From an optimization exercise on the open Yosys and OpenROAD flow, aimed at small area, a short achievable clock period and few clock cycles; shortcuts taken in it are not production practice. The RTL was checked by simulation tests, not by an equivalence proof against the original design. Power figures rest on the tool's default switching activity, not on a simulated workload.

==> design/flow/design.v <==
package dfec_pkg;
    localparam int CFG_INDEX_W = 3;
    localparam int CFG_DATA_W  = 32;
    localparam logic [2:0]  REG_SEPARATOR  = 3'd0;
    localparam logic [2:0]  REG_TERMINATOR = 3'd1;
    localparam logic [2:0]  REG_FIELD_SEL  = 3'd2;
    localparam logic [2:0]  REG_MAX_LEN    = 3'd3;
    localparam logic [2:0]  REG_DECIMAL    = 3'd4;
    localparam logic [2:0]  REG_RANGE_MIN  = 3'd5;
    localparam logic [2:0]  REG_RANGE_MAX  = 3'd6;
    localparam logic [7:0]  SEPARATOR_RESET  = 8'd44;
    localparam logic [7:0]  TERMINATOR_RESET = 8'd10;
    localparam logic [15:0] FIELD_SEL_RESET  = 16'd0;
    localparam logic [7:0]  MAX_LEN_RESET    = 8'd32;
    localparam logic [7:0]  CHAR_PLUS  = 8'h2B;
    localparam logic [7:0]  CHAR_MINUS = 8'h2D;
    localparam logic [7:0]  CHAR_POINT = 8'h2E;
    localparam logic [7:0]  CHAR_NUL   = 8'h00;
    localparam logic [31:0] MAG_TENTH = 32'h1999_9999;
endpackage
module dfec_cfg (
    input  logic                               clk,
    input  logic                               rst_n,
    input  logic                               cfg_we,
    input  logic [dfec_pkg::CFG_INDEX_W-1:0]   cfg_index,
    input  logic [dfec_pkg::CFG_DATA_W-1:0]    cfg_wdata,
    output logic [7:0]                         sep,
    output logic [7:0]                         term,
    output logic [15:0]                        fsel,
    output logic [7:0]                         lim,
    output logic                               dec,
    output logic [31:0]                        rmin,
    output logic [31:0]                        rmax,
    output logic                               rng_ok,
    output logic                               zero_in
);
    always_ff @(posedge clk or negedge rst_n)
    begin
        if (!rst_n)
        begin
            sep  <= dfec_pkg::SEPARATOR_RESET;
            term <= dfec_pkg::TERMINATOR_RESET;
            fsel <= dfec_pkg::FIELD_SEL_RESET;
            lim  <= dfec_pkg::MAX_LEN_RESET;
            dec  <= 1'b0;
            rmin <= 32'd0;
            rmax <= 32'd0;
        end
        else if (cfg_we)
        begin
            case (cfg_index)
                dfec_pkg::REG_SEPARATOR:  sep  <= cfg_wdata[7:0];
                dfec_pkg::REG_TERMINATOR: term <= cfg_wdata[7:0];
                dfec_pkg::REG_FIELD_SEL:  fsel <= cfg_wdata[15:0];
                dfec_pkg::REG_MAX_LEN:    lim  <= (cfg_wdata[7:0] == 8'd0) ? 8'd1 : cfg_wdata[7:0];
                dfec_pkg::REG_DECIMAL:    dec  <= cfg_wdata[0];
                dfec_pkg::REG_RANGE_MIN:  rmin <= cfg_wdata;
                dfec_pkg::REG_RANGE_MAX:  rmax <= cfg_wdata;
                default: ;
            endcase
        end
    end
    always_ff @(posedge clk or negedge rst_n)
    begin
        if (!rst_n)
        begin
            rng_ok  <= 1'b1;
            zero_in <= 1'b1;
        end
        else
        begin
            rng_ok  <= !dec && ($signed(rmin) <= $signed(rmax));
            zero_in <= !dec && ($signed(rmin) <= $signed(rmax))
                       && (rmin[31] || rmin == 32'd0) && !rmax[31];
        end
    end
endmodule
module dfec_parse (
    input  logic              clk,
    input  logic              rst_n,
    input  logic [7:0]        sep,
    input  logic [7:0]        term,
    input  logic [15:0]       fsel,
    input  logic [7:0]        lim,
    input  logic              dec,
    input  logic [31:0]       rmin,
    input  logic [31:0]       rmax,
    input  logic              rng_ok,
    input  logic              zero_in,
    input  logic              en,
    input  logic              data_valid,
    input  logic [7:0]        data_data_byte,
    input  logic              data_end_of_buffer,
    output logic              push_char,
    output logic              push_sum,
    output logic [7:0]        push_byte,
    output logic [7:0]        sum_len,
    output logic              sum_ovf,
    output logic              sum_nv,
    output logic              sum_ir,
    output logic [1:0]        next_cnt
);
    logic        vld_r;
    logic [7:0]  byte_r;
    logic        eob_r;
    logic        fresh_r;
    logic        done_r;
    logic [15:0] seps_r;
    logic [7:0]  chars_r;
    logic        ok_r, point_r, neg_r, nul_r, sat_r;
    logic [31:0] mag_r;
    logic        s_char_r, s_sum_r;
    logic [7:0]  s_byte_r;
    logic        proc;
    logic        done_e;
    logic [15:0] seps_e;
    logic [7:0]  chars_e, chars_inc;
    logic        ok_e, point_e, neg_e, nul_e, sat_e;
    logic        is_sep, is_term, active, is_char, at_lim, pos0;
    logic        is_digit, live, dig_upd;
    logic [35:0] acc;
    logic        mag_big;
    logic        char_n, sum_n, restart;
    logic        done_n;
    logic [15:0] seps_n;
    logic [7:0]  chars_n;
    logic        ok_n, point_n, neg_n, nul_n, sat_n;
    logic [31:0] mag_n;
    always_ff @(posedge clk or negedge rst_n)
    begin
        if (!rst_n)
            vld_r <= 1'b0;
        else if (en)
            vld_r <= data_valid;
    end
    always_ff @(posedge clk)
    begin
        if (en)
        begin
            byte_r <= data_data_byte;
            eob_r  <= data_end_of_buffer;
        end
    end
    always_comb
    begin
        proc    = en && vld_r;
        done_e  = !fresh_r && done_r;
        seps_e  = fresh_r ? 16'd0 : seps_r;
        chars_e = fresh_r ? 8'd0 : chars_r;
        ok_e    = fresh_r || ok_r;
        point_e = !fresh_r && point_r;
        neg_e   = !fresh_r && neg_r;
        nul_e   = !fresh_r && nul_r;
        sat_e   = !fresh_r && sat_r;
        is_sep    = byte_r == sep;
        is_term   = byte_r == term;
        active    = !done_e && (seps_e == fsel);
        chars_inc = chars_e + 8'd1;
        at_lim    = chars_inc >= lim;
        pos0      = chars_e == 8'd0;
        is_char   = !done_e && !is_sep && !is_term && active;
        char_n  = is_char;
        if (done_e)
            sum_n = 1'b0;
        else if (is_sep)
            sum_n = active || eob_r;
        else if (is_term)
            sum_n = 1'b1;
        else if (active)
            sum_n = at_lim || eob_r;
        else
            sum_n = eob_r;
        restart = (is_term && (done_e || !is_sep)) || eob_r;
        is_digit = byte_r >= 8'h30 && byte_r <= 8'h39;
        live     = is_char && ok_e && !nul_e;
        dig_upd  = live && is_digit && !point_e;
        acc      = ({4'd0, mag_r} << 3) + ({4'd0, mag_r} << 1) + {32'd0, byte_r[3:0]};
        mag_big  = (mag_r > dfec_pkg::MAG_TENTH)
                   || (mag_r == dfec_pkg::MAG_TENTH && byte_r[3:0] >= 4'd6);
        ok_n    = ok_e;
        point_n = point_e;
        neg_n   = neg_e;
        nul_n   = nul_e;
        sat_n   = sat_e;
        if (fresh_r)
            mag_n = dig_upd ? {28'd0, byte_r[3:0]} : 32'd0;
        else
            mag_n = dig_upd ? acc[31:0] : mag_r;
        if (dig_upd && !fresh_r && mag_big)
            sat_n = 1'b1;
        if (live && !is_digit)
        begin
            if (byte_r == dfec_pkg::CHAR_PLUS || byte_r == dfec_pkg::CHAR_MINUS)
            begin
                if (!pos0)
                    ok_n = 1'b0;
                else
                    neg_n = byte_r == dfec_pkg::CHAR_MINUS;
            end
            else if (byte_r == dfec_pkg::CHAR_POINT)
            begin
                if (!dec || pos0 || point_e)
                    ok_n = 1'b0;
                else
                    point_n = 1'b1;
            end
            else if (byte_r == dfec_pkg::CHAR_NUL)
                nul_n = 1'b1;
            else
                ok_n = 1'b0;
        end
        seps_n  = seps_e;
        chars_n = chars_e;
        done_n  = done_e;
        if (!done_e)
        begin
            if (is_sep)
            begin
                if (seps_e != 16'hFFFF)
                    seps_n = seps_e + 16'd1;
                if (active)
                    done_n = 1'b1;
            end
            else if (is_char)
            begin
                chars_n = chars_inc;
                if (at_lim)
                    done_n = 1'b1;
            end
        end
        next_cnt = en ? ((vld_r && char_n) ? (vld_r && sum_n ? 2'd2 : 2'd1) : {1'b0, vld_r && sum_n})
                      : ((s_char_r && s_sum_r) ? 2'd2 : {1'b0, s_char_r || s_sum_r});
    end
    always_ff @(posedge clk or negedge rst_n)
    begin
        if (!rst_n)
            fresh_r <= 1'b1;
        else if (proc)
            fresh_r <= restart;
    end
    always_ff @(posedge clk)
    begin
        if (proc)
        begin
            done_r  <= done_n;
            seps_r  <= seps_n;
            chars_r <= chars_n;
            ok_r    <= ok_n;
            point_r <= point_n;
            neg_r   <= neg_n;
            nul_r   <= nul_n;
            sat_r   <= sat_n;
            mag_r   <= mag_n;
        end
    end
    always_ff @(posedge clk or negedge rst_n)
    begin
        if (!rst_n)
        begin
            s_char_r <= 1'b0;
            s_sum_r  <= 1'b0;
        end
        else if (en)
        begin
            s_char_r <= vld_r && char_n;
            s_sum_r  <= vld_r && sum_n;
        end
    end
    always_ff @(posedge clk)
    begin
        if (en)
            s_byte_r <= byte_r;
    end
    logic        ovf;
    logic [33:0] x;
    logic [34:0] d_lo, d_hi;
    logic        lo_ok, hi_ok;
    always_comb
    begin
        ovf = chars_r >= lim;
        x    = neg_r ? ~{2'b00, mag_r} : {2'b00, mag_r};
        d_lo = {x[33], x} + {{3{~rmin[31]}}, ~rmin} + {33'd0, neg_r, !neg_r};
        d_hi = {{3{rmax[31]}}, rmax} + {~x[33], ~x} + {34'd0, !neg_r};
        lo_ok = !d_lo[34];
        hi_ok = !d_hi[34];
        push_char = en && s_char_r;
        push_sum  = en && s_sum_r;
        push_byte = s_byte_r;
        sum_len   = ovf ? 8'd0 : chars_r;
        sum_ovf   = ovf;
        sum_nv    = ovf || ok_r;
        sum_ir    = ovf ? zero_in : (ok_r && rng_ok && !sat_r && lo_ok && hi_ok);
    end
endmodule
module dfec_out_buf (
    input  logic              clk,
    input  logic              rst_n,
    input  logic              push_char,
    input  logic              push_sum,
    input  logic [7:0]        push_byte,
    input  logic [7:0]        sum_len,
    input  logic              sum_ovf,
    input  logic              sum_nv,
    input  logic              sum_ir,
    input  logic [1:0]        next_cnt,
    output logic              en,
    output logic              result_valid,
    input  logic              result_ready,
    output logic              result_is_summary,
    output logic [7:0]        result_field_char,
    output logic [7:0]        result_field_length,
    output logic              result_overflow,
    output logic              result_number_valid,
    output logic              result_in_range
);
    logic        ov_r, s1v_r;
    logic [19:0] out_r, s1_r;
    logic [19:0] e_char, e_sum, first, second;
    logic        pop, r0v, r1v;
    logic [19:0] r0;
    logic [1:0]  n;
    logic        ov_n, s1v_n;
    logic [19:0] out_n, s1_n;
    always_comb
    begin
        e_char = {1'b0, push_byte, 8'd0, 3'b000};
        e_sum  = {1'b1, 8'd0, sum_len, sum_ovf, sum_nv, sum_ir};
        first  = push_char ? e_char : e_sum;
        second = e_sum;
        n      = {1'b0, push_char} + {1'b0, push_sum};
        pop = ov_r && result_ready;
        r0v = pop ? s1v_r : ov_r;
        r0  = pop ? s1_r : out_r;
        r1v = !pop && s1v_r;
        ov_n  = r0v || (n != 2'd0);
        out_n = r0v ? r0 : first;
        s1v_n = r1v || (r0v && n != 2'd0) || (n == 2'd2);
        if (r1v)
            s1_n = s1_r;
        else if (r0v)
            s1_n = first;
        else
            s1_n = second;
    end
    always_ff @(posedge clk or negedge rst_n)
    begin
        if (!rst_n)
        begin
            ov_r  <= 1'b0;
            s1v_r <= 1'b0;
            en    <= 1'b1;
        end
        else
        begin
            ov_r  <= ov_n;
            s1v_r <= s1v_n;
            en    <= ({1'b0, ov_n} + {1'b0, s1v_n} + next_cnt) <= 3'd2;
        end
    end
    always_ff @(posedge clk)
    begin
        out_r <= out_n;
        s1_r  <= s1_n;
    end
    assign result_valid        = ov_r;
    assign result_is_summary   = out_r[19];
    assign result_field_char   = out_r[18:11];
    assign result_field_length = out_r[10:3];
    assign result_overflow     = out_r[2];
    assign result_number_valid = out_r[1];
    assign result_in_range     = out_r[0];
endmodule
module delimited_field_extract_check (
    input  logic                               clk,
    input  logic                               rst_n,
    input  logic                               cfg_we,
    input  logic [dfec_pkg::CFG_INDEX_W-1:0]   cfg_index,
    input  logic [dfec_pkg::CFG_DATA_W-1:0]    cfg_wdata,
    input  logic                               data_valid,
    output logic                               data_ready,
    input  logic [7:0]                         data_data_byte,
    input  logic                               data_end_of_buffer,
    output logic                               result_valid,
    input  logic                               result_ready,
    output logic                               result_is_summary,
    output logic [7:0]                         result_field_char,
    output logic [7:0]                         result_field_length,
    output logic                               result_overflow,
    output logic                               result_number_valid,
    output logic                               result_in_range
);
    logic [7:0]  sep, term, lim;
    logic [15:0] fsel;
    logic        dec, rng_ok, zero_in;
    logic [31:0] rmin, rmax;
    logic        en;
    logic        push_char, push_sum;
    logic [7:0]  push_byte, sum_len;
    logic        sum_ovf, sum_nv, sum_ir;
    logic [1:0]  next_cnt;
    dfec_cfg u_cfg (
        .clk       (clk),
        .rst_n     (rst_n),
        .cfg_we    (cfg_we),
        .cfg_index (cfg_index),
        .cfg_wdata (cfg_wdata),
        .sep       (sep),
        .term      (term),
        .fsel      (fsel),
        .lim       (lim),
        .dec       (dec),
        .rmin      (rmin),
        .rmax      (rmax),
        .rng_ok    (rng_ok),
        .zero_in   (zero_in)
    );
    dfec_parse u_parse (
        .clk                (clk),
        .rst_n              (rst_n),
        .sep                (sep),
        .term               (term),
        .fsel               (fsel),
        .lim                (lim),
        .dec                (dec),
        .rmin               (rmin),
        .rmax               (rmax),
        .rng_ok             (rng_ok),
        .zero_in            (zero_in),
        .en                 (en),
        .data_valid         (data_valid),
        .data_data_byte     (data_data_byte),
        .data_end_of_buffer (data_end_of_buffer),
        .push_char          (push_char),
        .push_sum           (push_sum),
        .push_byte          (push_byte),
        .sum_len            (sum_len),
        .sum_ovf            (sum_ovf),
        .sum_nv             (sum_nv),
        .sum_ir             (sum_ir),
        .next_cnt           (next_cnt)
    );
    dfec_out_buf u_out_buf (
        .clk                 (clk),
        .rst_n               (rst_n),
        .push_char           (push_char),
        .push_sum            (push_sum),
        .push_byte           (push_byte),
        .sum_len             (sum_len),
        .sum_ovf             (sum_ovf),
        .sum_nv              (sum_nv),
        .sum_ir              (sum_ir),
        .next_cnt            (next_cnt),
        .en                  (en),
        .result_valid        (result_valid),
        .result_ready        (result_ready),
        .result_is_summary   (result_is_summary),
        .result_field_char   (result_field_char),
        .result_field_length (result_field_length),
        .result_overflow     (result_overflow),
        .result_number_valid (result_number_valid),
        .result_in_range     (result_in_range)
    );
    assign data_ready = en;
endmodule
==> design/flow/run.sh <==
#!/bin/bash
# synth_recipe.tcl (not shown) runs the flow's synth.tcl, then flattens the netlist and writes it again
# the make line also repeats each setting of config.mk as NAME=value (left out here)
make -C /OpenROAD-flow-scripts/flow DESIGN_CONFIG=/design/flow/config.mk WORK_HOME=/design/flow/orfs CLKGATE_MAP_FILE= SYNTH_SCRIPT=/design/flow/synth_recipe.tcl finish
==> design/flow/config.mk <==
export PLATFORM = sky130hd
export DESIGN_NAME = delimited_field_extract_check
export DESIGN_NICKNAME = delimited_field_extract_check
export VERILOG_FILES = /design/flow/design.v
export SDC_FILE = /design/flow/constraint.sdc
export NUM_CORES = 4
export LEC_CHECK = 0
export CAP_MARGIN = 20
export CORE_MARGIN = 2
export CORE_UTILIZATION = 40
export SLEW_MARGIN = 20
==> design/flow/constraint.sdc <==
create_clock -name core_clock -period 8.5 [get_ports {clk}]
set_input_delay 1.7000 -clock core_clock [delete_from_list [all_inputs] [get_ports {clk}]]
set_output_delay 1.7000 -clock core_clock [all_outputs]
set_load 0.01 [all_outputs]
==> metrics.md, run 1 <==
| Metric | Value |
|---|---|
| Outcome | complete, no violations |
| Met3 GRT Util | under 10% |
| Worst path buffer plus inverter count | 3 |
| Vias | ~11,000 |
| Critical Path AT | just over 6 ns |
| Primary FF master, synth | edfxtp_1 |
| Register area | ~6400 um2 |
| Hold Crit Class | flop to flop |
| Syn_area_per_cell | roughly 11 um2 |
| Final WL | ~38,000 um |
| CTS tree | done |
| Final Hold Fails | 0 |
| Clk Latency, worst-skew pair | between 0.5 and 0.6 ns |
| Worst EP required | roughly 9.0 ns |
| Post-Syn Nets | 1,726 |
| 1st-iter DRT viols | around 650 |
| M2 GR Usage | between 20% and 30% |
| Die Wd | 201 um |
| Most common cell after layout, fill and taps aside | ha_1 |
| Drt pass-1 iters | 5 |
| Initial antenna violation count | 1 |
| Number of synthesized flops with an enable pin | 119 |
| Placer Congestion | about 0.88 |
| Post-DP HPWL | 28,200 um |
| Highest Clock Rate | 177 MHz |
| CP Class | flop to flop |
| Worst setup EP type | flop |
| H-tree Lvls | 1 |
| Final Skew | between 0.01 and 0.015 ns |
| Max_slew headroom | 40.3% |
| Slew at the pin closest to its max-slew limit | ~0.89 ns |
| Area contributors post-synth | edfxtp_1 23%, dfrtp_1 17%, ha_1 17% |
| Clock-pin slew on the worst setup and hold paths | ~0.06 ns |
| DRC violations left | 0 |
| Post-Place Cells | 2,029 |
| Slowest stage delay, CP | 0.65 ns |
| RSZ-0062 raised after global routing | false |
| Final layout net count | 1,800 |
| FP Rows | between 70 and 80 |
| Cells after Synth | about 1,500 |
| Root Driver | clkbuf_16 |
| Global-route wire length before repair | between 60,000 and 70,000 um |
| Most frequent cells in the layout | 207 x ha_1, 130 x inv_1, 119 x edfxtp_1 |
| Via density per instance | between 5 and 6 |
| Synth unique cells | 62 |
| Slew Viols, Final | 0 |
| Placeable Area | 38,500 um2 |
| Minimum clock period | approximately 5.6 ns |
| Tcrit/Tclk final | approximately two thirds |
| Top cell type by total area after synthesis | edfxtp_1 |
| Synth async-reset ratio | 48.9% |
| Static leakage | roughly 8 nW |
| # clock sinks | approximately 230 |
| Number of global-route vias before repair | ~11,000 |
| Final WS setup | around 2.9 ns |
| Gates resized, CTS repair | 0 |
| Die H | about 200 um |
| Hold-fix buffers, CTS | 0 |
| Grt ovf | 0 |
| Initial Util | 40.3% |
| Startpoint Class | flop |
| WL/cell | around 18 um |
| P&R area growth vs syn | 14.3% |
| # IOs | a little over 70 |
| Inserted Clock Buffers | 27 |
| Port-buffer cells | 70 |
| Post-Place Worst Slack | ~2.8 ns |
| Tot GR Track Use | a little under a fifth |
| CTS Buffer Depth | 3 |
| Filler cell count | around 3,600 |
| Antenna-violating nets left | 0 |
| Sequential share of the synthesized area | roughly two fifths |
| Max-cap viol count | 0 |
| Fin Hold WS | 0.492 ns |
| Synth top area share | about 23% |
| Multi-input logic area | around 8400 um2 |
| Netlist area before placement | around 16,000 um2 |
| Share of cells above drive strength 1 | 11.5% |
| #FFs+latches synth | around 230 |
| Final setup violation count | 0 |
| Cell Chain, Critical Path | buf_4 > inv_1 > nand2_1 > inv_1 > ha_1 > ha_1 > a21o_1 > a21o_1 > a21o_1 > a21o_1 > a21oi_1 > o211ai_1 > a221oi_1 > nor3_1 > ha_1 > mux2_2 > ha_1 > fa_1 > a21oi_1 |
| Pwr Total | 6.76 mW |
| Crit-path max FO | 73 |
| Met1 Track Usage GR | between 20% and 30% |
| Overall die area | about 40,000 um2 |
| Peak supply drop | around 0.0002 V |
| Largest net degree at the start of global routing | 74 |
| N_diodes | 0 |
| Setup repair bufs after CTS | 0 |
| Power density cells | between 300 and 400 nW/um2 |
| Crit-path slowest cell | buf_4 |
| YS warnings | 3 |
| Post-Layout Cell Count | between 2,000 and 2,500 |
| Top Usage Layer GRT | met2 |
| Largest delay share family, worst path | adder cells |
| Setup TNS | 0 ns |
-- worst register-to-register path: cells and delay by family, from the launching register on --
kind | cells | cell delay, ns
AO/OA/AOI/OAI | 8 | 1.50
adder cells (fa/ha/maj) | 5 | 1.53
buffers and inverters | 3 | 1.36
flip-flops | 1 | 0.51
multiplexers | 1 | 0.27
AND/OR/NAND/NOR | 2 | 0.38
-- state kept, by name, indices dropped and copies added, names as in the netlist, 16 cells and up --
signal           count
u_parse.mag_r       32
u_cfg.rmin          32
u_cfg.fsel          16
u_cfg.rmax          32
u_out_buf.out_r     20
u_parse.seps_r      16
u_out_buf.s1_r      20
-- logic make-up (layout without fill, tap and decap cells) --
family / count (synthesis) / count (layout) / synth area share (%)
mux: 112 / 112 / 8.12
xor+xnor: 102 / 102 / 5.76
compound gates: 254 / 254 / 10.7
fa+ha+maj: 211 / 211 / 17.2
buf+inv: 168 / 263 / 4.12
flops: 233 / 233 / 41.5
simple gates: 387 / 387 / 12.6
-- power breakdown --
part	switching (mW)	internal, mW
clock	0.491	0.699
combinational	1.97	1.57
sequential	0.375	1.66
-- path summary, 6_finish.rpt --
path                                 startpoint  slack [ns]  depth (start not counted)             end
worst max-delay path            u_parse.fresh_r        2.86                         19    u_out_buf.en
worst min register to register        u_cfg.dec        0.49                          1    u_cfg.rng_ok
worst max register to register  u_parse.fresh_r        2.86                         19    u_out_buf.en
worst min-delay path                  u_cfg.dec        0.49                          1    u_cfg.rng_ok
max in group asynchronous                 rst_n        5.99                          2    u_cfg.lim[1]
min in group asynchronous                 rst_n        1.20                          1  u_cfg.rmax[14]
-- layout make-up --
cell class / instances / area share [%]
clock buffer: 35 / 4.10
clock inverter: 15 / 0.996
inverter: 130 / 2.75
multi-input combinational: 1066 / 47.6
sequential: 233 / 36.3
tap: 518 / 3.66
timing repair buffer: 83 / 4.51
-- through the flow --
step	util (%)	area (um2)
final	46.1	17700
after global routing	46.1	17700
after CTS	46.0	17700
after detailed placement	43.7	16800
after global placement	43.7	16800
after floorplan	-	15500
-- per-layer routing --
layer / up-vias / wire length, um
li1: 5515 / -
met1: 5411 / 18700
met2: 194 / 16900
met3: 50 / 1450
met4: 2 / 823
met5: - / 16
-- Yosys cell counts, drive strengths merged (5+ instances only) --
cell type / instances
o21ai: 58
a31oi: 11
ha: 207
nand2b: 12
a22o: 9
a221oi: 5
and2: 6
edfxtp: 119
dfrtp: 104
and3: 30
nor2b: 24
dfstp: 10
a211oi: 14
a21o: 31
nand2: 82
nor2: 93
o211ai: 7
nor4: 22
o21a: 13
mux2: 110
nor3: 31
xnor2: 33
nand4: 31
o32ai: 7
nor4bb: 5
a21oi: 61
nand4b: 6
nand3: 30
xor2: 69
clkbuf: 34
inv: 130
Testbench counts, summed over its fixed seeds: cycles 12,073.
==> run 2, diff against run 1 <==
--- a/design/flow/design.v
+++ b/design/flow/design.v
@@ -29,3 +29,3 @@
     output logic [15:0]                        fsel,
-    output logic [7:0]                         lim,
+    output logic [7:0]                         lm1,
     output logic                               dec,
@@ -33,3 +33,2 @@
     output logic [31:0]                        rmax,
-    output logic                               rng_ok,
     output logic                               zero_in
@@ -43,3 +42,3 @@
             fsel <= dfec_pkg::FIELD_SEL_RESET;
-            lim  <= dfec_pkg::MAX_LEN_RESET;
+            lm1  <= dfec_pkg::MAX_LEN_RESET - 8'd1;
             dec  <= 1'b0;
@@ -54,3 +53,3 @@
                 dfec_pkg::REG_FIELD_SEL:  fsel <= cfg_wdata[15:0];
-                dfec_pkg::REG_MAX_LEN:    lim  <= (cfg_wdata[7:0] == 8'd0) ? 8'd1 : cfg_wdata[7:0];
+                dfec_pkg::REG_MAX_LEN:    lm1  <= (cfg_wdata[7:0] == 8'd0) ? 8'd0 : cfg_wdata[7:0] - 8'd1;
                 dfec_pkg::REG_DECIMAL:    dec  <= cfg_wdata[0];
@@ -62,16 +61,3 @@
     end
-    always_ff @(posedge clk or negedge rst_n)
-    begin
-        if (!rst_n)
-        begin
-            rng_ok  <= 1'b1;
-            zero_in <= 1'b1;
-        end
-        else
-        begin
-            rng_ok  <= !dec && ($signed(rmin) <= $signed(rmax));
-            zero_in <= !dec && ($signed(rmin) <= $signed(rmax))
-                       && (rmin[31] || rmin == 32'd0) && !rmax[31];
-        end
-    end
+    assign zero_in = !dec && (rmin[31] || rmin == 32'd0) && !rmax[31];
 endmodule
@@ -83,3 +69,3 @@
     input  logic [15:0]       fsel,
-    input  logic [7:0]        lim,
+    input  logic [7:0]        lm1,
     input  logic              dec,
@@ -87,3 +73,2 @@
     input  logic [31:0]       rmax,
-    input  logic              rng_ok,
     input  logic              zero_in,
@@ -100,3 +85,4 @@
     output logic              sum_ir,
-    output logic [1:0]        next_cnt
+    output logic              nxt_char,
+    output logic              nxt_sum
 );
@@ -116,3 +102,3 @@
     logic [15:0] seps_e;
-    logic [7:0]  chars_e, chars_inc;
+    logic [7:0]  chars_e;
     logic        ok_e, point_e, neg_e, nul_e, sat_e;
@@ -120,3 +106,3 @@
     logic        is_digit, live, dig_upd;
-    logic [35:0] acc;
+    logic [31:0] acc;
     logic        mag_big;
@@ -154,9 +140,8 @@
         sat_e   = !fresh_r && sat_r;
-        is_sep    = byte_r == sep;
-        is_term   = byte_r == term;
-        active    = !done_e && (seps_e == fsel);
-        chars_inc = chars_e + 8'd1;
-        at_lim    = chars_inc >= lim;
-        pos0      = chars_e == 8'd0;
-        is_char   = !done_e && !is_sep && !is_term && active;
+        is_sep  = byte_r == sep;
+        is_term = byte_r == term;
+        active  = fresh_r ? (fsel == 16'd0) : (!done_r && seps_r == fsel);
+        at_lim  = fresh_r ? (lm1 == 8'd0) : (chars_r >= lm1);
+        pos0    = fresh_r || chars_r == 8'd0;
+        is_char = !done_e && !is_sep && !is_term && active;
         char_n  = is_char;
@@ -176,3 +161,3 @@
         dig_upd  = live && is_digit && !point_e;
-        acc      = ({4'd0, mag_r} << 3) + ({4'd0, mag_r} << 1) + {32'd0, byte_r[3:0]};
+        acc      = (mag_r << 3) + (mag_r << 1) + {28'd0, byte_r[3:0]};
         mag_big  = (mag_r > dfec_pkg::MAG_TENTH)
@@ -187,3 +172,3 @@
         else
-            mag_n = dig_upd ? acc[31:0] : mag_r;
+            mag_n = dig_upd ? acc : mag_r;
         if (dig_upd && !fresh_r && mag_big)
@@ -225,3 +210,3 @@
             begin
-                chars_n = chars_inc;
+                chars_n = chars_e + 8'd1;
                 if (at_lim)
@@ -230,4 +215,4 @@
         end
-        next_cnt = en ? ((vld_r && char_n) ? (vld_r && sum_n ? 2'd2 : 2'd1) : {1'b0, vld_r && sum_n})
-                      : ((s_char_r && s_sum_r) ? 2'd2 : {1'b0, s_char_r || s_sum_r});
+        nxt_char = en ? (vld_r && char_n) : s_char_r;
+        nxt_sum  = en ? (vld_r && sum_n) : s_sum_r;
     end
@@ -262,6 +247,6 @@
         end
-        else if (en)
+        else
         begin
-            s_char_r <= vld_r && char_n;
-            s_sum_r  <= vld_r && sum_n;
+            s_char_r <= nxt_char;
+            s_sum_r  <= nxt_sum;
         end
@@ -279,3 +264,3 @@
     begin
-        ovf = chars_r >= lim;
+        ovf = chars_r > lm1;
         x    = neg_r ? ~{2'b00, mag_r} : {2'b00, mag_r};
@@ -291,3 +276,3 @@
         sum_nv    = ovf || ok_r;
-        sum_ir    = ovf ? zero_in : (ok_r && rng_ok && !sat_r && lo_ok && hi_ok);
+        sum_ir    = ovf ? zero_in : (!dec && ok_r && !sat_r && lo_ok && hi_ok);
     end
@@ -304,3 +289,4 @@
     input  logic              sum_ir,
-    input  logic [1:0]        next_cnt,
+    input  logic              nxt_char,
+    input  logic              nxt_sum,
     output logic              en,
@@ -322,2 +308,4 @@
     logic        ov_n, s1v_n;
+    logic [2:0]  need;
+    logic        en_pop, en_hold;
     logic [19:0] out_n, s1_n;
@@ -337,2 +325,5 @@
         s1v_n = r1v || (r0v && n != 2'd0) || (n == 2'd2);
+        need    = {1'b0, s1v_r} + {1'b0, n} + {2'b0, nxt_char} + {2'b0, nxt_sum};
+        en_pop  = need <= 3'd2;
+        en_hold = !ov_r && en_pop || ov_r && need <= 3'd1;
         if (r1v)
@@ -356,3 +347,3 @@
             s1v_r <= s1v_n;
-            en    <= ({1'b0, ov_n} + {1'b0, s1v_n} + next_cnt) <= 3'd2;
+            en    <= pop ? en_pop : en_hold;
         end
@@ -391,5 +382,5 @@
 );
-    logic [7:0]  sep, term, lim;
+    logic [7:0]  sep, term, lm1;
     logic [15:0] fsel;
-    logic        dec, rng_ok, zero_in;
+    logic        dec, zero_in;
     logic [31:0] rmin, rmax;
@@ -399,3 +390,3 @@
     logic        sum_ovf, sum_nv, sum_ir;
-    logic [1:0]  next_cnt;
+    logic        nxt_char, nxt_sum;
     dfec_cfg u_cfg (
@@ -409,3 +400,3 @@
         .fsel      (fsel),
-        .lim       (lim),
+        .lm1       (lm1),
         .dec       (dec),
@@ -413,3 +404,2 @@
         .rmax      (rmax),
-        .rng_ok    (rng_ok),
         .zero_in   (zero_in)
@@ -422,3 +412,3 @@
         .fsel               (fsel),
-        .lim                (lim),
+        .lm1                (lm1),
         .dec                (dec),
@@ -426,3 +416,2 @@
         .rmax               (rmax),
-        .rng_ok             (rng_ok),
         .zero_in            (zero_in),
@@ -439,3 +428,4 @@
         .sum_ir             (sum_ir),
-        .next_cnt           (next_cnt)
+        .nxt_char           (nxt_char),
+        .nxt_sum            (nxt_sum)
     );
@@ -451,3 +441,4 @@
         .sum_ir              (sum_ir),
-        .next_cnt            (next_cnt),
+        .nxt_char            (nxt_char),
+        .nxt_sum             (nxt_sum),
         .en                  (en),
==> metrics.md, run 2 <==
| Metric | Value |
|---|---|
| Global-route wire length before repair | 57,000 um (was 61,600 um) |
| Cells after Synth | 1,342 (was 1,467) |
| Slowest stage delay, CP | 0.67 ns (was 0.65 ns) |
| Outcome | complete, no violations (unchanged) |
| Overall die area | 37,900 um2 (was 40,400 um2) |
| Synth unique cells | 78 (was 62) |
| Hold depth | 2 (was 1) |
| Syn_area_per_cell | 10.8 um2 (was 10.6 um2) |
| Placeable Area | 35,700 um2 (was 38,500 um2) |
| Grt ovf | 0 (unchanged) |
| Initial Util | 40.8% (was 40.3%) |
| Reg2reg start | u_parse.fresh_r (unchanged) |
| Power density cells | 324 nW/um2 (was 382 nW/um2) |
| Final Hold Fails | 0 (unchanged) |
| Regs by FF count | u_cfg.rmax: 32 flops, u_cfg.rmin: 32 flops, u_parse.mag_r: 32 flops (unchanged) |
| Setup TNS | 0 ns (unchanged) |
| FP Rows | 69 (was 72) |
| Crit-path max FO | 52 (was 73) |
| Max_slew headroom | 30.0% (was 40.3%) |
| Hold-fix buffers, CTS | 0 (unchanged) |
| Largest delay share family, worst path | buffers and inverters (was adder cells) |
| Synth async-reset ratio | 48.5% (was 48.9%) |
| Number of global-route vias before repair | 10,400 (was 11,100) |
| Worst path buffer plus inverter count | 4 (was 3) |
| CTS tree | done (unchanged) |
| Area contributors post-synth | edfxtp_1 25%, dfrtp_1 17%, ha_1 14% (was edfxtp_1 23%, dfrtp_1 17%, ha_1 17%) |
| Post-Syn Nets | 1,561 (was 1,726) |
| N_diodes | 0 (unchanged) |
| Hold Crit Class | flop to flop (unchanged) |
| Final WL | 35,000 um (was 37,800 um) |
| Static leakage | 7.12 nW (was 7.90 nW) |
| Max-cap viol count | 0 (unchanged) |
| Most frequent cells in the layout | 166 x ha_1, 119 x edfxtp_1, 100 x inv_1, 100 x dfrtp_1, 96 x mux2_2 (was 207 x ha_1, 130 x inv_1, 119 x edfxtp_1) |
| CP Class | flop to flop (unchanged) |
| Critical path origin | u_parse.fresh_r (unchanged) |
| Slew Viols, Final | 0 (unchanged) |
| Die H | 195 um (was 201 um) |
| CTS Buffer Depth | 3 (unchanged) |
| Drt pass-1 iters | 7 (was 5) |
| Largest net degree at the start of global routing | 65 (was 74) |
| Inserted Clock Buffers | 26 (was 27) |
| Antenna-violating nets left | 0 (unchanged) |
| Depth of the most critical reg-to-reg path | 13 (was 19) |
| R2R Setup Slk | 3.97 ns (was 2.86 ns) |
| Root Driver | clkbuf_16 (unchanged) |
| WL/cell | 18.5 um (was 18.2 um) |
| RSZ-0062 raised after global routing | false (unchanged) |
| Setup repair bufs after CTS | 0 (unchanged) |
| HP Start | u_cfg.rmax[0] (was u_cfg.dec) |
| 1st-iter DRT viols | 655 (was 649) |
| Cell Chain, Critical Path | buf_4 > inv_1 > nand2_1 > nand2_1 > nor3_2 > nand2_1 > o21a_1 > fa_1 > inv_1 > ha_1 > inv_1 > fa_1 > o21a_1 (was buf_4 > inv_1 > nand2_1 > inv_1 > ha_1 > ha_1 > a21o_1 > a21o_1 > a21o_1 > a21o_1 > a21oi_1 > o211ai_1 > a221oi_1 > nor3_1 > ha_1 > mux2_2 > ha_1 > fa_1 > a21oi_1) |
| Post-DP HPWL | 26,000 um (was 28,200 um) |
| Via density per instance | 5.47 (was 5.37) |
| Most frequent cell after synthesis | ha_1 (unchanged) |
| Slew at the pin closest to its max-slew limit | 1.04 ns (was 0.887 ns) |
| Top cell type by total area after synthesis | edfxtp_1 (unchanged) |
| Hold Path Sink | u_cfg.rmax[0] (was u_cfg.rng_ok) |
| Pwr Total | 5.39 mW (was 6.76 mW) |
| Number of synthesized flops with an enable pin | 119 (unchanged) |
| Placer Congestion | 0.835 (was 0.878) |
| Crit-path slowest cell | dfstp_2 (was buf_4) |
| Worst r2r dst | u_out_buf.en (unchanged) |
| Share of cells above drive strength 1 | 12.7% (was 11.5%) |
| Highest Clock Rate | 221 MHz (was 177 MHz) |
| Worst EP required | 8.98 ns (about the same) |
| Port-buffer cells | 70 (unchanged) |
| Worst setup EP type | flop (unchanged) |
| Tot GR Track Use | 18.7% (was 19.0%) |
| DRC violations left | 0 (unchanged) |
| #FFs+latches synth | 231 (was 233) |
| Sequential share of the synthesized area | 43.9% (was 41.5%) |
| Primary FF master, synth | edfxtp_1 (unchanged) |
| Gates resized, CTS repair | 0 (unchanged) |
| Clock-pin slew on the worst setup and hold paths | 0.06 ns (about the same) |
| Final setup violation count | 0 (unchanged) |
| Most common cell after layout, fill and taps aside | ha_1 (unchanged) |
| Initial antenna violation count | 0 (was 1) |
| # clock sinks | 231 (was 233) |
| Netlist area before placement | 14,500 um2 (was 15,500 um2) |
| YS warnings | 3 (unchanged) |
| # IOs | 71 (unchanged) |
| Die Wd | 195 um (was 201 um) |
| Vias | 10,300 (was 11,200) |
| Startpoint Class | flop (unchanged) |
| Clk Latency, worst-skew pair | 0.55 ns (was 0.57 ns) |
| Synth top area share | 24.6% (was 23.0%) |
| Final Skew | 0.0118 ns (was 0.0143 ns) |
| Final layout net count | 1,628 (was 1,800) |
| P&R area growth vs syn | 14.2% (was 14.3%) |
| Tcrit/Tclk final | 53.2% (was 66.4%) |
| Synth top cells by count | 166 x ha_1, 119 x edfxtp_1, 100 x dfrtp_1, 100 x inv_1, 96 x mux2_2 (was 207 x ha_1, 130 x inv_1, 119 x edfxtp_1) |
| Peak supply drop | 0.000150 V (was 0.000206 V) |
| H-tree Lvls | 1 (unchanged) |
| Critical Path AT | 5.01 ns (was 6.13 ns) |
| Minimum clock period | 4.53 ns (was 5.64 ns) |
==> run 2: cell type report <==
| class | count | area [um2] |
|---|---|---|
| fill | 3331 | 19000 |
| multi-input combinational | 970 | 7610 |
| sequential | 231 | 6390 |
| clock buffer | 35 | 777 |
| timing repair buffer | 80 | 773 |
| tap | 461 | 577 |
| inverter | 100 | 375 |
| clock inverter | 13 | 114 |
==> run 2: kinds of logic after synthesis <==
logic type / count (synthesis) / synth area share (%)
adders and majority gates: 170 / 14.8
AOI/OAI and AO/OA: 226 / 10.4
DFF: 231 / 43.9
muxes: 99 / 7.64
xor gates and xnor gates: 109 / 6.56
buffers and inverters: 141 / 3.81
and+or+nand+nor: 366 / 12.9
==> run 2: routing by layer <==
metal  wire length, um  global-route usage (%)  vias to the layer above
met5                 0                       0                        -
met4               536                    4.16                        0
met3              1540                    2.29                       36
met2             15300                    30.0                      210
met1             17600                    27.2                     5067
li1                  -                       -                     5028
==> run 2: where the power goes <==
part / internal, mW / switching (mW) / leakage [nW]
combinational: 1.07 / 1.33 / 4.11
sequential: 1.54 / 0.289 / 2.57
clock: 0.675 / 0.479 / 0.437
total: 3.29 / 2.10 / 7.12
==> run 2: how the worst max path moves through the flow <==
stage	end	slack (ns)	cells past startpoint
after floorplan	u_out_buf.en	4.88	10
after global placement	u_out_buf.en	4.03	13
after detailed placement	u_out_buf.en	3.96	13
after CTS	u_out_buf.en	3.94	13
after global routing	u_out_buf.en	3.63	14
final	u_out_buf.en	3.97	13
==> run 2: worst min-delay path, delay by kind of cell, from the launching register on <==
family	cells	cell delay [ns]
AO/OA/AOI/OAI	1	0.06
flip-flops	1	0.34
AND/OR/NAND/NOR	1	0.04
==> run 2: through the flow <==
step / setup WS [ns] / utilization [%] / cells / hold WS, ns / cell area, um2
2_1_floorplan: 4.88 / - / 1342 / 0.441 / 14500
3_3_place_gp: 4.03 / 44.1 / 1842 / 0.457 / 15700
3_5_place_dp: 3.96 / 44.1 / 1842 / 0.465 / 15700
4_1_cts: 3.94 / 46.6 / 1890 / 0.479 / 16600
5_1_grt: 3.63 / 46.6 / 1890 / 0.510 / 16600
6_report: 3.97 / 46.6 / 1890 / 0.474 / 16600
Testbench counts of run 2, summed over its fixed seeds: cycles 12,073.
==> run 3, diff against run 2 <==
--- a/design/flow/config.mk
+++ b/design/flow/config.mk
@@ -10,2 +10,3 @@
 export CORE_UTILIZATION = 40
+export SETUP_SLACK_MARGIN = 5
 export SLEW_MARGIN = 20
==> metrics.md, run 3 <==
| Metric | Value |
|---|---|
| FP Rows | 69 (unchanged) |
| YS warnings | 3 (unchanged) |
| Post-route cell area | 17,200 um2 (was 16,600 um2) |
| Share of cells above drive strength 1 | 16.7% (was 12.7%) |
| Slew Viols, Final | 0 (unchanged) |
| Vias | 10,500 (was 10,300) |
| Final Hold Fails | 0 (unchanged) |
| Static leakage | 7.38 nW (was 7.12 nW) |
| Global-route wire length before repair | 58,100 um (was 57,000 um) |
| Synth async-reset ratio | 48.5% (unchanged) |
| # IOs | 71 (unchanged) |
| Final layout net count | 1,660 (was 1,628) |
| Area contributors post-synth | edfxtp_1 25%, dfrtp_1 17%, ha_1 14% (unchanged) |
| Switch share | 39.0% (was 38.9%) |
| Routed met3 length | 1500 um (was 1540 um) |
| Number of global-route vias before repair | 10,400 (about the same) |
| Overall die area | 37,900 um2 (unchanged) |
| Syn_area_per_cell | 10.8 um2 (unchanged) |
| Root Driver | clkbuf_16 (unchanged) |
| Clock-pin slew on the worst setup and hold paths | 0.06 ns (about the same) |
| Highest Clock Rate | 279 MHz (was 221 MHz) |
| Final setup violation count | 0 (unchanged) |
| Startpoint Class | flop (unchanged) |
| CTS tree | done (unchanged) |
| Slew at the pin closest to its max-slew limit | 0.893 ns (was 1.04 ns) |
| Minimum clock period | 3.58 ns (was 4.53 ns) |
| Wire length on met1 | 18,100 um (was 17,600 um) |
| Switch Pwr | 2.18 mW (was 2.10 mW) |
| Hold Crit Class | flop to flop (unchanged) |
| N_diodes | 0 (unchanged) |
| Top cell type by total area after synthesis | edfxtp_1 (unchanged) |
| P&R area growth vs syn | 18.4% (was 14.2%) |
| Power density cells | 324 nW/um2 (about the same) |
| Grt ovf | 0 (unchanged) |
| Most frequent cell after synthesis | ha_1 (unchanged) |
| Primary FF master, synth | edfxtp_1 (unchanged) |
| Outcome | complete, no violations (unchanged) |
| Final WS setup | 4.92 ns (was 3.97 ns) |
| Tot GR Track Use | 19.2% (was 18.7%) |
| Regs by FF count | u_cfg.rmax: 32 flops, u_cfg.rmin: 32 flops, u_parse.mag_r: 32 flops (unchanged) |
| RSZ-0062 raised after global routing | true (was false) |
| 1st-iter DRT viols | 629 (was 655) |
| Final Skew | 0.0130 ns (was 0.0118 ns) |
| H-tree Lvls | 1 (unchanged) |
| Initial Util | 40.8% (unchanged) |
| Worst setup EP type | flop (unchanged) |
| Drt pass-1 iters | 5 (was 7) |
| Crit-path slowest cell | a2111oi_0 (was dfstp_2) |
| Crit-path max FO | 9 (was 52) |
| # clock sinks | 231 (unchanged) |
| Die H | 195 um (unchanged) |
| Cell Chain, Critical Path | buf_4 > clkbuf_16 > xor2_2 > ha_1 > ha_4 > nand4_1 > a2111oi_0 > o311ai_2 > o2111ai_2 > a221oi_2 > mux2_4 > a32oi_4 > o21ai_2 (was buf_4 > inv_1 > nand2_1 > nand2_1 > nor3_2 > nand2_1 > o21a_1 > fa_1 > inv_1 > ha_1 > inv_1 > fa_1 > o21a_1) |
| Tcrit/Tclk final | 42.1% (was 53.2%) |
| Setup TNS | 0 ns (unchanged) |
| Sequential share of the synthesized area | 43.9% (unchanged) |
| Power share of the clock group | 20.6% (was 21.4%) |
| DP Area | 15,700 um2 (about the same) |
| Number of synthesized flops with an enable pin | 119 (unchanged) |
| Initial antenna violation count | 0 (unchanged) |
| Hold-fix buffers, CTS | 0 (unchanged) |
| Clk Latency, worst-skew pair | 0.54 ns (was 0.55 ns) |
| Most frequent cells in the layout | 165 x ha_1, 119 x edfxtp_1, 100 x dfrtp_1 (was 166 x ha_1, 119 x edfxtp_1, 100 x inv_1, 100 x dfrtp_1, 96 x mux2_2) |
| Largest net degree at the start of global routing | 65 (unchanged) |
| Worst EP required | 8.79 ns (was 8.98 ns) |
| Synth unique cells | 78 (unchanged) |
| Synth top area share | 24.6% (unchanged) |
| Antenna-violating nets left | 0 (unchanged) |
| Port-buffer cells | 70 (unchanged) |
| Inserted Clock Buffers | 26 (unchanged) |
| DRC violations left | 0 (unchanged) |
| Post-DP HPWL | 25,800 um (was 26,000 um) |
| Power share of the combinational group | 46.7% (was 44.6%) |
| Final WL | 36,700 um (was 35,000 um) |
| Peak supply drop | 0.000138 V (was 0.000150 V) |
| DR top layer | met4 (unchanged) |
| DR WL met2 | 16,300 um (was 15,300 um) |
| CTS Buffer Depth | 3 (unchanged) |
| Critical Path AT | 3.87 ns (was 5.01 ns) |
| Die Wd | 195 um (unchanged) |
| WL/cell | 19.1 um (was 18.5 um) |
| Via density per instance | 5.44 (was 5.47) |
| Post-Place Worst Slack | 3.88 ns (was 3.96 ns) |
| Synth top cells by count | 166 x ha_1, 119 x edfxtp_1, 100 x dfrtp_1, 100 x inv_1, 96 x mux2_2 (unchanged) |
| Internal | 3.41 mW (was 3.29 mW) |
| Worst path buffer plus inverter count | 2 (was 4) |
| Netlist area before placement | 14,500 um2 (unchanged) |
| Cells after Synth | 1,342 (unchanged) |
| Slowest stage delay, CP | 0.50 ns (was 0.67 ns) |
| Max_slew headroom | 40.3% (was 30.0%) |
| Max-cap viol count | 0 (unchanged) |
| Placer Congestion | 0.830 (was 0.835) |
| Reg power frac | 32.7% (was 34.0%) |
| Largest delay share family, worst path | compound AO/OA/AOI/OAI gates (was buffers and inverters) |
| Most common cell after layout, fill and taps aside | ha_1 (unchanged) |
| CP Class | flop to flop (unchanged) |
| Placeable Area | 35,700 um2 (unchanged) |
| Post-Syn Nets | 1,561 (unchanged) |
| #FFs+latches synth | 231 (unchanged) |
run 3: tightest hold or removal path: cells and delay by family, from the launching register on:
kind / cells / cell delay [ns]
AO/OA/AOI/OAI: 1 / 0.06
flip-flops: 1 / 0.33
AND/OR/NAND/NOR: 1 / 0.05
run 3: worst paths after layout:
check	cells after the start	slack, ns	from	endpoint
worst max-delay path	13	4.92	u_parse.neg_r	u_out_buf.out_r[0]
worst min-delay path	2	0.48	u_cfg.rmax[0]	u_cfg.rmax[0]
worst max register to register	13	4.92	u_parse.neg_r	u_out_buf.out_r[0]
worst min register to register	2	0.48	u_cfg.rmax[0]	u_cfg.rmax[0]
max in group asynchronous	2	6.00	rst_n	u_cfg.sep[0]
min in group asynchronous	1	1.19	rst_n	u_cfg.rmax[12]
run 3: cell type report:
cell class / instances / area [um2]
Clock buffer: 38 / 803
Clock inverter: 10 / 78.8
Fill cell: 3223 / 18400
Inverter: 100 / 383
Multi-Input combinational cell: 970 / 7870
Sequential cell: 231 / 6400
Tap cell: 461 / 577
Timing Repair Buffer: 111 / 1100
Timing Repair inverter: 1 / 5.00
run 3: kinds of logic after synthesis:
family / after synthesis / synth area share, %
buffers and inverters: 141 / 3.81
AO/OA/AOI/OAI: 226 / 10.4
XOR/XNOR: 109 / 6.56
adder cells (fa/ha/maj): 170 / 14.8
AND/OR/NAND/NOR: 366 / 12.9
flip-flops: 231 / 43.9
multiplexers: 99 / 7.64
run 3: routing by layer:
metal / up-vias / track usage (%)
met5: - / 0
met4: 0 / 5.27
met3: 43 / 2.26
met2: 194 / 30.0
met1: 5124 / 28.2
li1: 5099 / -
run 3: power groups by stage:
stage / registers, mW / logic, mW / clock network, mW
global placement: 1.85 / 2.34 / 0
CTS: 1.81 / 2.48 / 1.18
finish: 1.83 / 2.61 / 1.15
detailed placement: 1.85 / 2.38 / 0
global route: 1.86 / 2.96 / 1.23
floorplan: 1.74 / 1.81 / 0
run 3: repair_timing:
action                                  in CTS  in global routing
pin swaps                                    3                 21
endpoints found under the setup margin      62                 13
gates cloned                                 2                  2
setup buffers                               12                 16
resized for setup                           19                 38
run 3: through the flow:
stage,instances,hold slack [ns],power (mW),utilization [%]
floorplan,1342,0.441,3.56,-
global placement,1842,0.457,4.18,44.1
detailed placement,1842,0.466,4.23,44.1
CTS,1904,0.481,5.47,47.2
global route,1922,0.513,6.05,48.3
finish,1922,0.478,5.59,48.3
==> run 4, diff against run 3 <==
--- a/design/flow/design.v
+++ b/design/flow/design.v
@@ -20,2 +20,27 @@
 endpackage
+module dfec_add #(parameter int N = 32) (
+    input  logic [N-1:0] a,
+    input  logic [N-1:0] b,
+    input  logic         cin,
+    output logic [N-1:0] s
+);
+    logic [N-1:0] g, p, h;
+    always_comb
+    begin
+        g    = a & b;
+        p    = a ^ b;
+        h    = p;
+        g[0] = g[0] | (p[0] & cin);
+        for (int d = 1; d < N; d = d * 2)
+            for (int i = 0; i < N; i++)
+                if ((i / d) % 2 == 1)
+                begin
+                    g[i] = g[i] | (p[i] & g[(i / d) * d - 1]);
+                    p[i] = p[i] & p[(i / d) * d - 1];
+                end
+        s[0] = h[0] ^ cin;
+        for (int i = 1; i < N; i++)
+            s[i] = h[i] ^ g[i - 1];
+    end
+endmodule
 module dfec_cfg (
@@ -106,3 +131,3 @@
     logic        is_digit, live, dig_upd;
-    logic [31:0] acc;
+    logic [31:0] acc, acc_a, acc_b;
     logic        mag_big;
@@ -161,3 +186,2 @@
         dig_upd  = live && is_digit && !point_e;
-        acc      = (mag_r << 3) + (mag_r << 1) + {28'd0, byte_r[3:0]};
         mag_big  = (mag_r > dfec_pkg::MAG_TENTH)
@@ -218,2 +242,10 @@
     end
+    assign acc_a = {mag_r[28:0], byte_r[3] ? 3'b111 : byte_r[2:0]};
+    assign acc_b = {mag_r[30:0], byte_r[3] & byte_r[0]};
+    dfec_add #(32) u_acc (
+        .a   (acc_a),
+        .b   (acc_b),
+        .cin (byte_r[3]),
+        .s   (acc)
+    );
     always_ff @(posedge clk or negedge rst_n)
==> metrics.md, run 4 <==
| Metric | Value |
|---|---|
| Static leakage | 7.09 nW (was 7.38 nW) |
| Die H | 191 um (was 195 um) |
| Sequential share of the synthesized area | 45.5% (was 43.9%) |
| Slew at the pin closest to its max-slew limit | 0.972 ns (was 0.893 ns) |
| Post-Layout Cell Count | 1,850 (was 1,922) |
| 1st-iter DRT viols | 611 (was 629) |
| #FFs+latches synth | 231 (unchanged) |
| Minimum clock period | 3.39 ns (was 3.58 ns) |
| WL/cell | 17.7 um (was 19.1 um) |
| CP Class | flop to output port (was flop to flop) |
| # clock sinks | 231 (unchanged) |
| # IOs | 71 (unchanged) |
| Cells after Synth | 1,281 (was 1,342) |
| Internal | 3.94 mW (was 3.41 mW) |
| Area contributors post-synth | edfxtp_1 25%, dfrtp_1 18%, ha_1 12% (was edfxtp_1 25%, dfrtp_1 17%, ha_1 14%) |
| Vias | 9,795 (was 10,500) |
| YS warnings | 4 (was 3) |
| RSZ-0062 raised after global routing | false (was true) |
| Switch share | 40.2% (was 39.0%) |
| Peak supply drop | 0.000213 V (was 0.000138 V) |
| Tot GR Track Use | 18.1% (was 19.2%) |
| Antenna-violating nets left | 0 (unchanged) |
| Post-Syn Nets | 1,477 (was 1,561) |
| Post-route cell area | 16,500 um2 (was 17,200 um2) |
| Via density per instance | 5.29 (was 5.44) |
| Top cell type by total area after synthesis | edfxtp_1 (unchanged) |
| DP Area | 15,200 um2 (was 15,700 um2) |
| H-tree Lvls | 1 (unchanged) |
| Placeable Area | 34,500 um2 (was 35,700 um2) |
| FP Rows | 68 (was 69) |
| Netlist area before placement | 14,000 um2 (was 14,500 um2) |
| Number of synthesized flops with an enable pin | 119 (unchanged) |
| Setup TNS | 0 ns (unchanged) |
| DRC violations left | 0 (unchanged) |
| Global-route wire length before repair | 53,200 um (was 58,100 um) |
| Clk Latency, worst-skew pair | 0.54 ns (about the same) |
| Post-DP HPWL | 23,300 um (was 25,800 um) |
| Hold-fix buffers, CTS | 0 (unchanged) |
| CTS tree | done (unchanged) |
| Power density cells | 401 nW/um2 (was 324 nW/um2) |
| Hold Crit Class | flop to flop (unchanged) |
| Syn_area_per_cell | 11.0 um2 (was 10.8 um2) |
| Highest Clock Rate | 295 MHz (was 279 MHz) |
| Initial Util | 40.6% (was 40.8%) |
| Grt ovf | 0 (unchanged) |
| Synth top area share | 25.5% (was 24.6%) |
| Most frequent cell after synthesis | ha_1 (unchanged) |
| Port-buffer cells | 70 (unchanged) |
| Die Wd | 191 um (was 195 um) |
| Initial antenna violation count | 0 (unchanged) |
| Post-Place Cells | 1,777 (was 1,842) |
| P&R area growth vs syn | 17.2% (was 18.4%) |
| Cell Chain, Critical Path | clkdlybuf4s50_1 (was buf_4 > clkbuf_16 > xor2_2 > ha_1 > ha_4 > nand4_1 > a2111oi_0 > o311ai_2 > o2111ai_2 > a221oi_2 > mux2_4 > a32oi_4 > o21ai_2) |
| Largest net degree at the start of global routing | 74 (was 65) |
| Most frequent cells in the layout | 140 x ha_1, 119 x edfxtp_1, 109 x inv_1 (was 165 x ha_1, 119 x edfxtp_1, 100 x dfrtp_1) |
| Placer Congestion | 0.834 (was 0.830) |
| Worst path buffer plus inverter count | 1 (was 2) |
| Synth async-reset ratio | 48.5% (unchanged) |
| Synth top cells by count | 140 x ha_1, 119 x edfxtp_1, 109 x inv_1 (was 166 x ha_1, 119 x edfxtp_1, 100 x dfrtp_1, 100 x inv_1, 96 x mux2_2) |
| Final Hold Fails | 0 (unchanged) |
| Synth unique cells | 72 (was 78) |
| Reg power frac | 32.7% (about the same) |
| Most common cell after layout, fill and taps aside | ha_1 (unchanged) |
| Startpoint Class | flop (unchanged) |
| Root Driver | clkbuf_16 (unchanged) |
| Max_slew headroom | 35.2% (was 40.3%) |
| Switch Pwr | 2.65 mW (was 2.18 mW) |
| CTS Buffer Depth | 3 (unchanged) |
| Final WL | 32,800 um (was 36,700 um) |
| Overall die area | 36,600 um2 (was 37,900 um2) |
| Inserted Clock Buffers | 26 (unchanged) |
| Largest delay share family, worst path | flip-flops (was compound AO/OA/AOI/OAI gates) |
| Critical path origin | u_out_buf.en (was u_parse.neg_r) |
| Slew Viols, Final | 0 (unchanged) |
| Max-cap viol count | 0 (unchanged) |
| N_diodes | 0 (unchanged) |
| Power share of the clock group | 17.8% (was 20.6%) |
| Crit-path slowest cell | dfstp_4 (was a2111oi_0) |
| Crit-path max FO | 2 (was 9) |
| Regs by FF count | u_cfg.rmax: 32 flops, u_cfg.rmin: 32 flops, u_parse.mag_r: 32 flops (unchanged) |
| Reg2reg start | u_parse.neg_r (unchanged) |
| Primary FF master, synth | edfxtp_1 (unchanged) |
| Worst setup EP type | output port (was flop) |
| Slowest stage delay, CP | 0.62 ns (was 0.50 ns) |
| Number of global-route vias before repair | 9,827 (was 10,400) |
| Share of cells above drive strength 1 | 15.2% (was 16.7%) |
| Power share of the combinational group | 49.5% (was 46.7%) |
| Worst EP required | 6.80 ns (was 8.79 ns) |
| Final setup violation count | 0 (unchanged) |
| Tcrit/Tclk final | 39.9% (was 42.1%) |
| Clock-pin slew on the worst setup and hold paths | 0.06 ns (about the same) |
| HP Start | u_cfg.lm1[2] (was u_cfg.rmax[0]) |
| Critical Path AT | 1.69 ns (was 3.87 ns) |
| Drt pass-1 iters | 4 (was 5) |
| Final Skew | 0.0175 ns (was 0.0130 ns) |
| Final layout net count | 1,571 (was 1,660) |
| Outcome | complete, no violations (unchanged) |
run 4: through the flow:
stage                     setup WS [ns]  util (%)  hold slack (ns)  power, mW
after floorplan                    5.12         -            0.421       4.36
after global placement             4.26      44.1            0.481       5.18
after detailed placement           4.21      44.1            0.481       5.24
after CTS                          5.00      47.1            0.490       6.54
after global routing               4.99      47.7            0.511       7.20
final                              5.11      47.7            0.490       6.59
run 4: worst reg2reg max path, cell delays in order (launching register included):
cell and delay (ns):
edfxtp_1 0.50, buf_12 0.19, xor2_1 0.17, ha_1 0.30, ha_1 0.30, nand4_1 0.11, a2111oi_2 0.31, o31ai_1 0.13
a211oi_2 0.40, o21ai_2 0.14, o221ai_1 0.22, xnor2_1 0.17, o21ai_0 0.12
run 4: cell families (layout without fill, tap and decap cells):
family                   after synthesis  in the layout  share of synthesized area (%)
AO/OA/AOI/OAI                        202            202                           9.76
XOR/XNOR                              99             99                           6.18
adder cells (fa/ha/maj)              147            147                           13.5
buffers and inverters                149            263                           4.05
flip-flops                           231            231                           45.5
multiplexers                          98             98                           7.85
AND/OR/NAND/NOR                      355            355                           13.2
run 4: final timing paths:
check / end / slack (ns) / cells after the start
min in group asynchronous: u_cfg.rmax[15] / 1.15 / 1
hold reg to reg: u_cfg.lm1[2] / 0.49 / 2
setup / recovery: data_ready / 5.11 / 1
setup reg to reg: u_out_buf.out_r[0] / 5.16 / 12
hold / removal: u_cfg.lm1[2] / 0.49 / 2
max in group asynchronous: u_cfg.fsel[3] / 5.99 / 2
run 4: per-layer routing:
| metal | vias to the layer above | track usage (%) | routed length [um] |
|---|---|---|---|
| met3 | 43 | 2.15 | 1270 |
| met5 | - | 0 | 0 |
| met2 | 166 | 29.2 | 15000 |
| li1 | 4823 | - | - |
| met1 | 4763 | 26.0 | 15900 |
| met4 | 0 | 4.47 | 621 |
run 4: area by class of cell:
type                       count  area [um2]
clock buffer                  35         714
multi-input combinational    901        7150
inverter                     109         409
clock inverter                13         178
tap                          455         569
fill                        3215       18100
sequential                   231        6400
timing repair buffer         106        1040
run 4: timing repair:
action,CTS,global route
endpoints found under the setup margin,51,49
gates cloned,0,1
pin swaps,2,2
setup buffers,11,13
resized for setup,8,13
run 4: power groups by stage:
stage               sequential (mW)  clock [mW]  combinational (mW)
finish                         2.15        1.18                3.26
global route                   2.21        1.25                3.73
CTS                            2.17        1.20                3.16
detailed placement             2.22           0                3.02
global placement               2.22           0                2.96
floorplan                      2.02           0                2.34
Testbench counts of run 4, summed over its fixed seeds: cycles 12,073.

-- static timing again, ports no longer ideal --
Ports are ideal in the flow. The routed layouts listed here were re-timed in OpenROAD. Step 1 sets driving cells, clkbuf_16 on the clock port and buf_2 on the other inputs (assumed; they add their load-dependent delay and slew). Step 2 times the ports against the registers' clock, not the clock port: input delays grow and output delays shrink by t, the midpoint of the rising clock arrivals with the driver on. Three values: no drivers, after step 1, after step 2; two values: the first two.
| run | t (ns) | slack for setup (ns) | hold WS [ns] |
|---|---|---|---|
| run 1 | 0.613 | 2.858 / 2.858 / 2.858 | 0.492 / 0.492 / 0.492 |
| run 2 | 0.593 | 3.974 / 3.974 / 3.974 | 0.474 / 0.474 / 0.474 |
| run 3 | 0.588 | 4.920 / 4.920 / 4.702 | 0.478 / 0.478 / 0.478 |
| run 4 | 0.582 | 5.109 / 5.059 / 4.623 | 0.490 / 0.490 / 0.490 |
After both steps every run listed still meets setup and hold. The setup slack of run 4, which loses most, moves by -0.050 ns with the drivers and by -0.486 ns with both steps.
